Background: an optimization exercise with open tools, aiming at small area, a short achievable clock period and few clock cycles. Do not read the settings as production practice.

==> flow/design.v <==
package accum_pkg;
  localparam int unsigned NUM_ACC = 8;    
  localparam int unsigned ACC_W   = 32;
  localparam int unsigned OUT_W   = 64;   
  localparam int unsigned ADDR_W  = 3;
  localparam int unsigned LEN_W   = 16;   
  localparam logic [7:0] REG_CMD       = 8'h00;
  localparam logic [7:0] REG_ACCUM_LEN = 8'h04;
  localparam logic [7:0] REG_SCALE     = 8'h08;
  localparam logic [7:0] REG_SHIFT     = 8'h0C;
  localparam logic [7:0] REG_MODE      = 8'h10;
  localparam logic [7:0] REG_STATUS    = 8'h14;
  localparam logic [2:0] CMD_CLEAR     = 3'd1;
  localparam logic [2:0] CMD_ACCUM     = 3'd2;
  localparam logic [2:0] CMD_NORMQUANT = 3'd3;
  localparam logic [2:0] CMD_STREAMOUT = 3'd4;
  localparam logic MODE_8B  = 1'b0;
  localparam logic MODE_32B = 1'b1;
  typedef union packed {
    logic [OUT_W/8-1:0][7:0]           bytes;
    logic [OUT_W/ACC_W-1:0][ACC_W-1:0] words;
  } out_word_u;
endpackage
`timescale 1ns/1ps
module accum_top #(
  parameter int unsigned NumAcc = accum_pkg::NUM_ACC
) (
  input  logic                        clk_state,
  input  logic                        rst_ni,
  input  logic                        psel_i,
  input  logic                        penable_i,
  input  logic                        pwrite_i,
  input  logic [7:0]                  paddr_i,
  input  logic [31:0]                 pwdata_i,
  output logic [31:0]                 prdata_o,
  output logic                        pready_o,
  output logic                        pslverr_o,
  input  logic                        psum_valid_i,
  output logic                        psum_ready_o,
  input  logic [accum_pkg::ACC_W-1:0] psum_data_i,
  output logic                        out_valid_o,
  input  logic                        out_ready_i,
  output logic [accum_pkg::OUT_W-1:0] out_data_o,
  output logic                        done_o
);
  logic [15:0] len_q;
  logic [7:0]  scale_q;
  logic [4:0]  shift_q;
  logic        mode_q;
  logic        wr_access;
  assign wr_access = psel_i & penable_i & pwrite_i;
  assign pready_o  = 1'b1;
  always_ff @(posedge clk_state or negedge rst_ni) begin
    if (!rst_ni) begin
      len_q   <= '0;
      scale_q <= '0;
      shift_q <= '0;
      mode_q  <= 1'b0;
    end else if (wr_access) begin
      case (paddr_i)
        accum_pkg::REG_ACCUM_LEN: len_q   <= pwdata_i[15:0];
        accum_pkg::REG_SCALE:     scale_q <= pwdata_i[7:0];
        accum_pkg::REG_SHIFT:     shift_q <= pwdata_i[4:0];
        accum_pkg::REG_MODE:      mode_q  <= pwdata_i[0];
        default: ;
      endcase
    end
  end
  logic        acc_q;         
  logic        pend_q;        
  logic        busy_q;        
  logic        done_q;
  logic        err_q;
  logic [15:0] prd_q;
  logic [31:0] ring_q [8];
  logic [7:0]  z_q;
  logic        az_q;          
  logic [2:0]  hd_q;
  logic        acc_act_q;     
  logic [15:0] k_q;
  logic        rdy_q;
  logic        nq_act_q;      
  logic [3:0]  nq_cnt_q;
  logic        v2_q, v3_q;
  logic        so_act_q;      
  logic [1:0]  bc_q;
  logic        ov_q;
  logic [2:0] code;
  logic       is_clear, is_accum, is_nq, is_so, len0, imm;
  logic       clear_now, relabel;
  assign code      = pwdata_i[2:0];
  assign is_clear  = (code == accum_pkg::CMD_CLEAR);
  assign is_accum  = (code == accum_pkg::CMD_ACCUM);
  assign is_nq     = (code == accum_pkg::CMD_NORMQUANT);
  assign is_so     = (code == accum_pkg::CMD_STREAMOUT);
  assign len0      = (len_q == 16'd0);
  assign imm       = is_clear | (is_accum & len0);
  assign clear_now = acc_q & is_clear;
  assign relabel   = acc_q & is_accum & az_q;
  logic [31:0] head, tail_d, nq_word;
  logic        hs, ohs;
  assign head = z_q[0] ? 32'h0 : ring_q[0];
  logic [15:0] k_inc;
  logic        acc_last, acc_fin;
  assign k_inc        = k_q + 16'd1;
  assign acc_last     = (k_inc == len_q);
  assign psum_ready_o = rdy_q;
  assign hs           = psum_valid_i & rdy_q;
  assign acc_fin      = hs & acc_last;
  assign tail_d       = hs ? head + psum_data_i : head;
  logic        nq_issue, nq_fin;
  logic [39:0] sa_d, ca_d, sa_q, ca_q, p_q;
  assign nq_issue = (acc_q & is_nq) | (nq_act_q & ~nq_cnt_q[3]);
  assign nq_fin   = nq_act_q & nq_cnt_q[3] & v2_q;
  always_comb begin
    logic [39:0] pp [9];
    logic [39:0] a0, b0, a1, b1, a2, b2, c0, d0, c1, d1, e0, f0;
    for (int j = 0; j < 8; j++) begin
      pp[j] = '0;
      for (int i = 0; i < 31; i++) pp[j][i+j] = scale_q[j] & head[i];
      pp[j][31+j] = ~(scale_q[j] & head[31]);
    end
    pp[8] = 40'h80_8000_0000;
    a0 = pp[0] ^ pp[1] ^ pp[2];
    b0 = ((pp[0] & pp[1]) | (pp[0] & pp[2]) | (pp[1] & pp[2])) << 1;
    a1 = pp[3] ^ pp[4] ^ pp[5];
    b1 = ((pp[3] & pp[4]) | (pp[3] & pp[5]) | (pp[4] & pp[5])) << 1;
    a2 = pp[6] ^ pp[7] ^ pp[8];
    b2 = ((pp[6] & pp[7]) | (pp[6] & pp[8]) | (pp[7] & pp[8])) << 1;
    c0 = a0 ^ b0 ^ a1;
    d0 = ((a0 & b0) | (a0 & a1) | (b0 & a1)) << 1;
    c1 = b1 ^ a2 ^ b2;
    d1 = ((b1 & a2) | (b1 & b2) | (a2 & b2)) << 1;
    e0 = c0 ^ d0 ^ c1;
    f0 = ((c0 & d0) | (c0 & c1) | (d0 & c1)) << 1;
    sa_d = e0 ^ f0 ^ d1;
    ca_d = ((e0 & f0) | (e0 & d1) | (f0 & d1)) << 1;
  end
  logic [22:0] t1;
  logic [14:0] t2;
  logic [10:0] t3;
  logic [8:0]  t4;
  logic [7:0]  t5, clip;
  logic [31:0] thr, over;
  logic        ovf;
  assign t1 = shift_q[4] ? p_q[38:16] : p_q[22:0];
  assign t2 = shift_q[3] ? t1[22:8]   : t1[14:0];
  assign t3 = shift_q[2] ? t2[14:4]   : t2[10:0];
  assign t4 = shift_q[1] ? t3[10:2]   : t3[8:0];
  assign t5 = shift_q[0] ? t4[8:1]    : t4[7:0];
  always_comb begin
    for (int j = 0; j < 32; j++) begin
      thr[j]  = (j >= 32'(shift_q));
      over[j] = thr[j] & (p_q[j+7] ^ p_q[39]);
    end
  end
  assign ovf     = |over;
  assign clip    = ovf ? {p_q[39], {7{~p_q[39]}}} : t5;
  assign nq_word = {{24{clip[7]}}, clip};
  logic so_last;
  assign out_valid_o = ov_q;
  assign ohs         = ov_q & out_ready_i;
  assign so_last     = ~mode_q | (bc_q == 2'd3);
  always_comb begin
    if (mode_q) begin
      out_data_o = {ring_q[1], ring_q[0]};
    end else begin
      for (int i = 0; i < 8; i++) out_data_o[8*i +: 8] = ring_q[i][7:0];
    end
  end
  logic        run_done, busy_n, done_a, take_a;
  logic        s_setup, s_cmd, s_known, s_imm, s_acc, s_addr_ok;
  logic [15:0] s_rd;
  logic        acc_act_d, so_act_d;
  logic [2:0]  hd_d;
  logic [15:0] k_d;
  logic [1:0]  bc_d;
  logic [7:0]  z_d;
  assign run_done = (acc_act_q & acc_fin) | nq_fin | (so_act_q & ohs & so_last);
  assign busy_n  = busy_q & ~done_q;
  assign done_a  = run_done | pend_q;
  assign take_a  = ~busy_n | done_a;
  assign s_setup = psel_i & ~penable_i;
  assign s_cmd   = pwrite_i & (paddr_i == accum_pkg::REG_CMD);
  assign s_known = (code == accum_pkg::CMD_CLEAR) | (code == accum_pkg::CMD_ACCUM) |
                   (code == accum_pkg::CMD_NORMQUANT) | (code == accum_pkg::CMD_STREAMOUT);
  assign s_imm   = imm;
  assign s_acc   = s_setup & s_cmd & s_known & take_a;
  always_comb begin
    s_addr_ok = 1'b1;
    s_rd      = '0;
    case (paddr_i)
      accum_pkg::REG_CMD:       s_rd = '0;
      accum_pkg::REG_ACCUM_LEN: s_rd = len_q;
      accum_pkg::REG_SCALE:     s_rd = 16'(scale_q);
      accum_pkg::REG_SHIFT:     s_rd = 16'(shift_q);
      accum_pkg::REG_MODE:      s_rd = 16'(mode_q);
      accum_pkg::REG_STATUS:    s_rd = {8'(NumAcc), 7'h0, busy_n & ~done_a};
      default:                  s_addr_ok = 1'b0;
    endcase
  end
  assign acc_act_d = (acc_q & is_accum & ~len0) | (acc_act_q & ~acc_fin);
  assign so_act_d  = (acc_q & is_so) | (so_act_q & ~(ohs & so_last));
  assign hd_d      = relabel ? 3'd0 : hd_q + 3'd1;
  assign k_d       = acc_q ? 16'd0 : (hs ? k_inc : k_q);
  assign bc_d      = acc_q ? 2'd0 : bc_q + {1'b0, ohs};
  assign z_d       = clear_now ? 8'hff : {1'b0, z_q[7], z_q[6] & ~v3_q, z_q[5:1]};
  always_ff @(posedge clk_state or negedge rst_ni) begin
    if (!rst_ni) begin
      acc_q     <= 1'b0;
      pend_q    <= 1'b0;
      busy_q    <= 1'b0;
      done_q    <= 1'b0;
      hd_q      <= '0;
      z_q       <= '1;
      az_q      <= 1'b1;
      acc_act_q <= 1'b0;
      k_q       <= '0;
      rdy_q     <= 1'b0;
      nq_act_q  <= 1'b0;
      nq_cnt_q  <= '0;
      v2_q      <= 1'b0;
      v3_q      <= 1'b0;
      so_act_q  <= 1'b0;
      bc_q      <= '0;
      ov_q      <= 1'b0;
    end else begin
      acc_q     <= s_acc;
      pend_q    <= s_acc & s_imm & busy_n;
      done_q    <= done_a | (s_acc & s_imm & ~busy_n);
      busy_q    <= busy_n | (acc_q & (~imm | pend_q));
      hd_q      <= hd_d;
      z_q       <= z_d;
      az_q      <= clear_now | (az_q & ~hs & ~v3_q);
      acc_act_q <= acc_act_d;
      k_q       <= k_d;
      rdy_q     <= acc_act_d & (hd_d == k_d[2:0]);
      nq_act_q  <= (acc_q & is_nq) | (nq_act_q & ~nq_fin);
      if (acc_q)         nq_cnt_q <= 4'd1;
      else if (nq_issue) nq_cnt_q <= nq_cnt_q + 4'd1;
      v2_q      <= nq_issue;
      v3_q      <= v2_q;
      so_act_q  <= so_act_d;
      bc_q      <= bc_d;
      ov_q      <= so_act_d & ~|z_d &
                   (mode_q ? (hd_d == {bc_d, 1'b0}) : (hd_d == 3'd0));
    end
  end
  always_ff @(posedge clk_state) begin
    err_q    <= ~s_addr_ok | (s_cmd & (~s_known | ~take_a));
    prd_q    <= s_rd;
  end
  assign pslverr_o = err_q;
  assign prdata_o  = {16'h0, prd_q};
  assign done_o    = done_q;
  always_ff @(posedge clk_state) begin
    for (int i = 0; i < 8; i++) begin
      if (i == 7)      ring_q[i] <= tail_d;
      else if (i == 5) ring_q[i] <= v3_q ? nq_word : ring_q[6];
      else             ring_q[i] <= ring_q[i+1];
    end
    sa_q <= sa_d;
    ca_q <= ca_d;
    p_q  <= sa_q + ca_q;
  end
endmodule
clock: 8.5 ns
lec_check: 0
cap_margin: 20
core_margin: 2
core_utilization: 40
slew_margin: 20
run.sh (not shown) runs the stock make flow with config.mk's settings and CLKGATE_MAP_FILE= SYNTH_SCRIPT=/design/flow/synth_recipe.tcl, a recipe that flattens the netlist after the stock synthesis.
Change:
--- a/flow/design.v
+++ b/flow/design.v
@@ -45,27 +45,30 @@
 );
   logic [15:0] len_q;
   logic [7:0]  scale_q;
   logic [4:0]  shift_q;
   logic        mode_q;
-  logic        wr_access;
-  assign wr_access = psel_i & penable_i & pwrite_i;
-  assign pready_o  = 1'b1;
+  logic [3:0]  wsel_q;        
+  logic        s_wr;
+  assign pready_o = 1'b1;
+  assign s_wr     = psel_i & ~penable_i & pwrite_i;
   always_ff @(posedge clk_state or negedge rst_ni) begin
     if (!rst_ni) begin
+      wsel_q  <= '0;
       len_q   <= '0;
       scale_q <= '0;
       shift_q <= '0;
       mode_q  <= 1'b0;
-    end else if (wr_access) begin
-      case (paddr_i)
-        accum_pkg::REG_ACCUM_LEN: len_q   <= pwdata_i[15:0];
-        accum_pkg::REG_SCALE:     scale_q <= pwdata_i[7:0];
-        accum_pkg::REG_SHIFT:     shift_q <= pwdata_i[4:0];
-        accum_pkg::REG_MODE:      mode_q  <= pwdata_i[0];
-        default: ;
-      endcase
+    end else begin
+      wsel_q <= {s_wr & (paddr_i == accum_pkg::REG_MODE),
+                 s_wr & (paddr_i == accum_pkg::REG_SHIFT),
+                 s_wr & (paddr_i == accum_pkg::REG_SCALE),
+                 s_wr & (paddr_i == accum_pkg::REG_ACCUM_LEN)};
+      if (wsel_q[0]) len_q   <= pwdata_i[15:0];
+      if (wsel_q[1]) scale_q <= pwdata_i[7:0];
+      if (wsel_q[2]) shift_q <= pwdata_i[4:0];
+      if (wsel_q[3]) mode_q  <= pwdata_i[0];
     end
   end
   logic        acc_q;         
   logic        pend_q;        
   logic        busy_q;        
@@ -95,21 +98,24 @@
   assign is_so     = (code == accum_pkg::CMD_STREAMOUT);
   assign len0      = (len_q == 16'd0);
   assign imm       = is_clear | (is_accum & len0);
   assign clear_now = acc_q & is_clear;
   assign relabel   = acc_q & is_accum & az_q;
-  logic [31:0] head, tail_d, nq_word;
+  logic [31:0] head, nq_word;
   logic        hs, ohs;
   assign head = z_q[0] ? 32'h0 : ring_q[0];
   logic [15:0] k_inc;
   logic        acc_last, acc_fin;
   assign k_inc        = k_q + 16'd1;
   assign acc_last     = (k_inc == len_q);
   assign psum_ready_o = rdy_q;
   assign hs           = psum_valid_i & rdy_q;
   assign acc_fin      = hs & acc_last;
-  assign tail_d       = hs ? head + psum_data_i : head;
+  logic [31:0] psum_q;
+  logic        add_q;
+  logic [31:0] w6_d;
+  assign w6_d = add_q ? ring_q[7] + psum_q : ring_q[7];
   logic        nq_issue, nq_fin;
   logic [39:0] sa_d, ca_d, sa_q, ca_q, p_q;
   assign nq_issue = (acc_q & is_nq) | (nq_act_q & ~nq_cnt_q[3]);
   assign nq_fin   = nq_act_q & nq_cnt_q[3] & v2_q;
   always_comb begin
@@ -217,10 +223,11 @@
       acc_act_q <= 1'b0;
       k_q       <= '0;
       rdy_q     <= 1'b0;
       nq_act_q  <= 1'b0;
       nq_cnt_q  <= '0;
+      add_q     <= 1'b0;
       v2_q      <= 1'b0;
       v3_q      <= 1'b0;
       so_act_q  <= 1'b0;
       bc_q      <= '0;
       ov_q      <= 1'b0;
@@ -229,17 +236,18 @@
       pend_q    <= s_acc & s_imm & busy_n;
       done_q    <= done_a | (s_acc & s_imm & ~busy_n);
       busy_q    <= busy_n | (acc_q & (~imm | pend_q));
       hd_q      <= hd_d;
       z_q       <= z_d;
-      az_q      <= clear_now | (az_q & ~hs & ~v3_q);
+      az_q      <= clear_now | (az_q & ~hs & ~add_q & ~v3_q);
       acc_act_q <= acc_act_d;
       k_q       <= k_d;
       rdy_q     <= acc_act_d & (hd_d == k_d[2:0]);
       nq_act_q  <= (acc_q & is_nq) | (nq_act_q & ~nq_fin);
       if (acc_q)         nq_cnt_q <= 4'd1;
       else if (nq_issue) nq_cnt_q <= nq_cnt_q + 4'd1;
+      add_q     <= hs;
       v2_q      <= nq_issue;
       v3_q      <= v2_q;
       so_act_q  <= so_act_d;
       bc_q      <= bc_d;
       ov_q      <= so_act_d & ~|z_d &
@@ -253,14 +261,16 @@
   assign pslverr_o = err_q;
   assign prdata_o  = {16'h0, prd_q};
   assign done_o    = done_q;
   always_ff @(posedge clk_state) begin
     for (int i = 0; i < 8; i++) begin
-      if (i == 7)      ring_q[i] <= tail_d;
+      if (i == 7)      ring_q[i] <= head;
+      else if (i == 6) ring_q[i] <= w6_d;
       else if (i == 5) ring_q[i] <= v3_q ? nq_word : ring_q[6];
       else             ring_q[i] <= ring_q[i+1];
     end
+    psum_q <= psum_data_i;
     sa_q <= sa_d;
     ca_q <= ca_d;
     p_q  <= sa_q + ca_q;
   end
 endmodule
Outcome:
- The changed run passed the timing, design-rule and antenna checks
- utilization rose by 0.11 points
- worst setup slack is better by 0.14 ns
- via count fell by 1.5%
- routed wire length fell by 4.6%
- global-route usage fell by 1.7 points
No run of this note included a check of the RTL's function; only the layout flow was run.

========
Starts from the design.v that is shown in full above.
==> flow/config.mk <==
export PLATFORM = sky130hd
export DESIGN_NAME = accum_top
export DESIGN_NICKNAME = accum_top
export VERILOG_FILES = /design/flow/design.v
export SDC_FILE = /design/flow/constraint.sdc
export NUM_CORES = 4
export LEC_CHECK = 0
export CAP_MARGIN = 20
export CORE_MARGIN = 2
export CORE_UTILIZATION = 40
export SETUP_SLACK_MARGIN = 5
export SLEW_MARGIN = 20
==> flow/constraint.sdc <==
create_clock -name core_clock -period 8.5 [get_ports {clk_state}]
set_input_delay 1.7000 -clock core_clock [delete_from_list [all_inputs] [get_ports {clk_state}]]
set_output_delay 1.7000 -clock core_clock [all_outputs]
set_load 0.01 [all_outputs]
Change:
--- a/flow/design.v
+++ b/flow/design.v
@@ -45,27 +45,30 @@
 );
   logic [15:0] len_q;
   logic [7:0]  scale_q;
   logic [4:0]  shift_q;
   logic        mode_q;
-  logic        wr_access;
-  assign wr_access = psel_i & penable_i & pwrite_i;
-  assign pready_o  = 1'b1;
+  logic [3:0]  wsel_q;        
+  logic        s_wr;
+  assign pready_o = 1'b1;
+  assign s_wr     = psel_i & ~penable_i & pwrite_i;
   always_ff @(posedge clk_state or negedge rst_ni) begin
     if (!rst_ni) begin
+      wsel_q  <= '0;
       len_q   <= '0;
       scale_q <= '0;
       shift_q <= '0;
       mode_q  <= 1'b0;
-    end else if (wr_access) begin
-      case (paddr_i)
-        accum_pkg::REG_ACCUM_LEN: len_q   <= pwdata_i[15:0];
-        accum_pkg::REG_SCALE:     scale_q <= pwdata_i[7:0];
-        accum_pkg::REG_SHIFT:     shift_q <= pwdata_i[4:0];
-        accum_pkg::REG_MODE:      mode_q  <= pwdata_i[0];
-        default: ;
-      endcase
+    end else begin
+      wsel_q <= {s_wr & (paddr_i == accum_pkg::REG_MODE),
+                 s_wr & (paddr_i == accum_pkg::REG_SHIFT),
+                 s_wr & (paddr_i == accum_pkg::REG_SCALE),
+                 s_wr & (paddr_i == accum_pkg::REG_ACCUM_LEN)};
+      if (wsel_q[0]) len_q   <= pwdata_i[15:0];
+      if (wsel_q[1]) scale_q <= pwdata_i[7:0];
+      if (wsel_q[2]) shift_q <= pwdata_i[4:0];
+      if (wsel_q[3]) mode_q  <= pwdata_i[0];
     end
   end
   logic        acc_q;         
   logic        pend_q;        
   logic        busy_q;        
@@ -95,32 +98,36 @@
   assign is_so     = (code == accum_pkg::CMD_STREAMOUT);
   assign len0      = (len_q == 16'd0);
   assign imm       = is_clear | (is_accum & len0);
   assign clear_now = acc_q & is_clear;
   assign relabel   = acc_q & is_accum & az_q;
-  logic [31:0] head, tail_d, nq_word;
+  logic [31:0] head, nq_word;
   logic        hs, ohs;
   assign head = z_q[0] ? 32'h0 : ring_q[0];
   logic [15:0] k_inc;
   logic        acc_last, acc_fin;
   assign k_inc        = k_q + 16'd1;
   assign acc_last     = (k_inc == len_q);
   assign psum_ready_o = rdy_q;
   assign hs           = psum_valid_i & rdy_q;
   assign acc_fin      = hs & acc_last;
-  assign tail_d       = hs ? head + psum_data_i : head;
+  logic [31:0] psum_q;
+  logic [31:0] w6_d;
+  logic        c32;
+  assign {c32, w6_d} = {1'b0, ring_q[7]} + {1'b0, psum_q};
   logic        nq_issue, nq_fin;
-  logic [39:0] sa_d, ca_d, sa_q, ca_q, p_q;
+  logic [39:0] sa_d, ca_d, p_q;
+  logic [7:0]  sh_q, ch_q, ph_q;
   assign nq_issue = (acc_q & is_nq) | (nq_act_q & ~nq_cnt_q[3]);
   assign nq_fin   = nq_act_q & nq_cnt_q[3] & v2_q;
   always_comb begin
     logic [39:0] pp [9];
     logic [39:0] a0, b0, a1, b1, a2, b2, c0, d0, c1, d1, e0, f0;
     for (int j = 0; j < 8; j++) begin
       pp[j] = '0;
-      for (int i = 0; i < 31; i++) pp[j][i+j] = scale_q[j] & head[i];
-      pp[j][31+j] = ~(scale_q[j] & head[31]);
+      for (int i = 0; i < 31; i++) pp[j][i+j] = scale_q[j] & ~z_q[0] & ring_q[0][i];
+      pp[j][31+j] = ~(scale_q[j] & ~z_q[0] & ring_q[0][31]);
     end
     pp[8] = 40'h80_8000_0000;
     a0 = pp[0] ^ pp[1] ^ pp[2];
     b0 = ((pp[0] & pp[1]) | (pp[0] & pp[2]) | (pp[1] & pp[2])) << 1;
     a1 = pp[3] ^ pp[4] ^ pp[5];
@@ -141,10 +148,11 @@
   logic [10:0] t3;
   logic [8:0]  t4;
   logic [7:0]  t5, clip;
   logic [31:0] thr, over;
   logic        ovf;
+  assign p_q = {ph_q, ring_q[6]};
   assign t1 = shift_q[4] ? p_q[38:16] : p_q[22:0];
   assign t2 = shift_q[3] ? t1[22:8]   : t1[14:0];
   assign t3 = shift_q[2] ? t2[14:4]   : t2[10:0];
   assign t4 = shift_q[1] ? t3[10:2]   : t3[8:0];
   assign t5 = shift_q[0] ? t4[8:1]    : t4[7:0];
@@ -253,14 +261,16 @@
   assign pslverr_o = err_q;
   assign prdata_o  = {16'h0, prd_q};
   assign done_o    = done_q;
   always_ff @(posedge clk_state) begin
     for (int i = 0; i < 8; i++) begin
-      if (i == 7)      ring_q[i] <= tail_d;
+      if (i == 7)      ring_q[i] <= nq_issue ? sa_d[31:0] : head;
+      else if (i == 6) ring_q[i] <= w6_d;
       else if (i == 5) ring_q[i] <= v3_q ? nq_word : ring_q[6];
       else             ring_q[i] <= ring_q[i+1];
     end
-    sa_q <= sa_d;
-    ca_q <= ca_d;
-    p_q  <= sa_q + ca_q;
+    psum_q <= nq_issue ? ca_d[31:0] : (hs ? psum_data_i : 32'h0);
+    sh_q   <= sa_d[39:32];
+    ch_q   <= ca_d[39:32];
+    ph_q   <= c32 ? sh_q + ch_q + 8'd1 : sh_q + ch_q;
   end
 endmodule
Outcome:
- The changed run completed with no timing, DRC or antenna violations
- core utilization rises by 0.52 points
- routed wire length falls by about 4.4%
- maximum frequency falls by about 4.3%
- count of clock-buffer cells in the layout falls by 11
- synthesized cell count falls by about 6.6%
- worst setup slack degrades by 0.16 ns
- clock skew rises by 0.0038 ns
Function was not checked in any run of this note: the RTL went through the layout flow alone.

separate check: timing with driven ports:
No port has a modelled driver above. Below, the same layouts with a new extraction and two added sets of constraints. Step 1 assumes that a clkbuf_16 drives the clock port and a buf_2 every other input. Step 2 moves the port delays by t, midway between the first and last clock arrival at a register: inputs arrive t later, outputs are due t later. That takes back most of the time a late clock gives input paths. Slacks: ideal ports / drivers / drivers and shift; pairs: ideal ports / drivers.
| run | shift t [ns] | setup slack, ns | clock arrival spread, ns | worst register clock-pin slew, ns |
|---|---|---|---|---|
| the first run of note 1 | 0.643 | 4.034 / 4.069 / 3.426 | 0.032 / 0.032 | 0.07 / 0.07 |
| the second run of note 1 | 0.662 | 4.175 / 4.120 / 3.973 | 0.061 / 0.061 | 0.07 / 0.07 |
| the first run of note 2 | 0.643 | 4.915 / 4.857 / 4.431 | 0.022 / 0.022 | 0.07 / 0.07 |
| the second run of note 2 | 0.613 | 4.754 / 4.702 / 4.432 | 0.022 / 0.022 | 0.07 / 0.07 |
After both steps setup and hold are still met in every run listed. The setup slack of the first run of note 1, which loses most, moves by +0.035 ns with the drivers and by -0.608 ns with both steps.
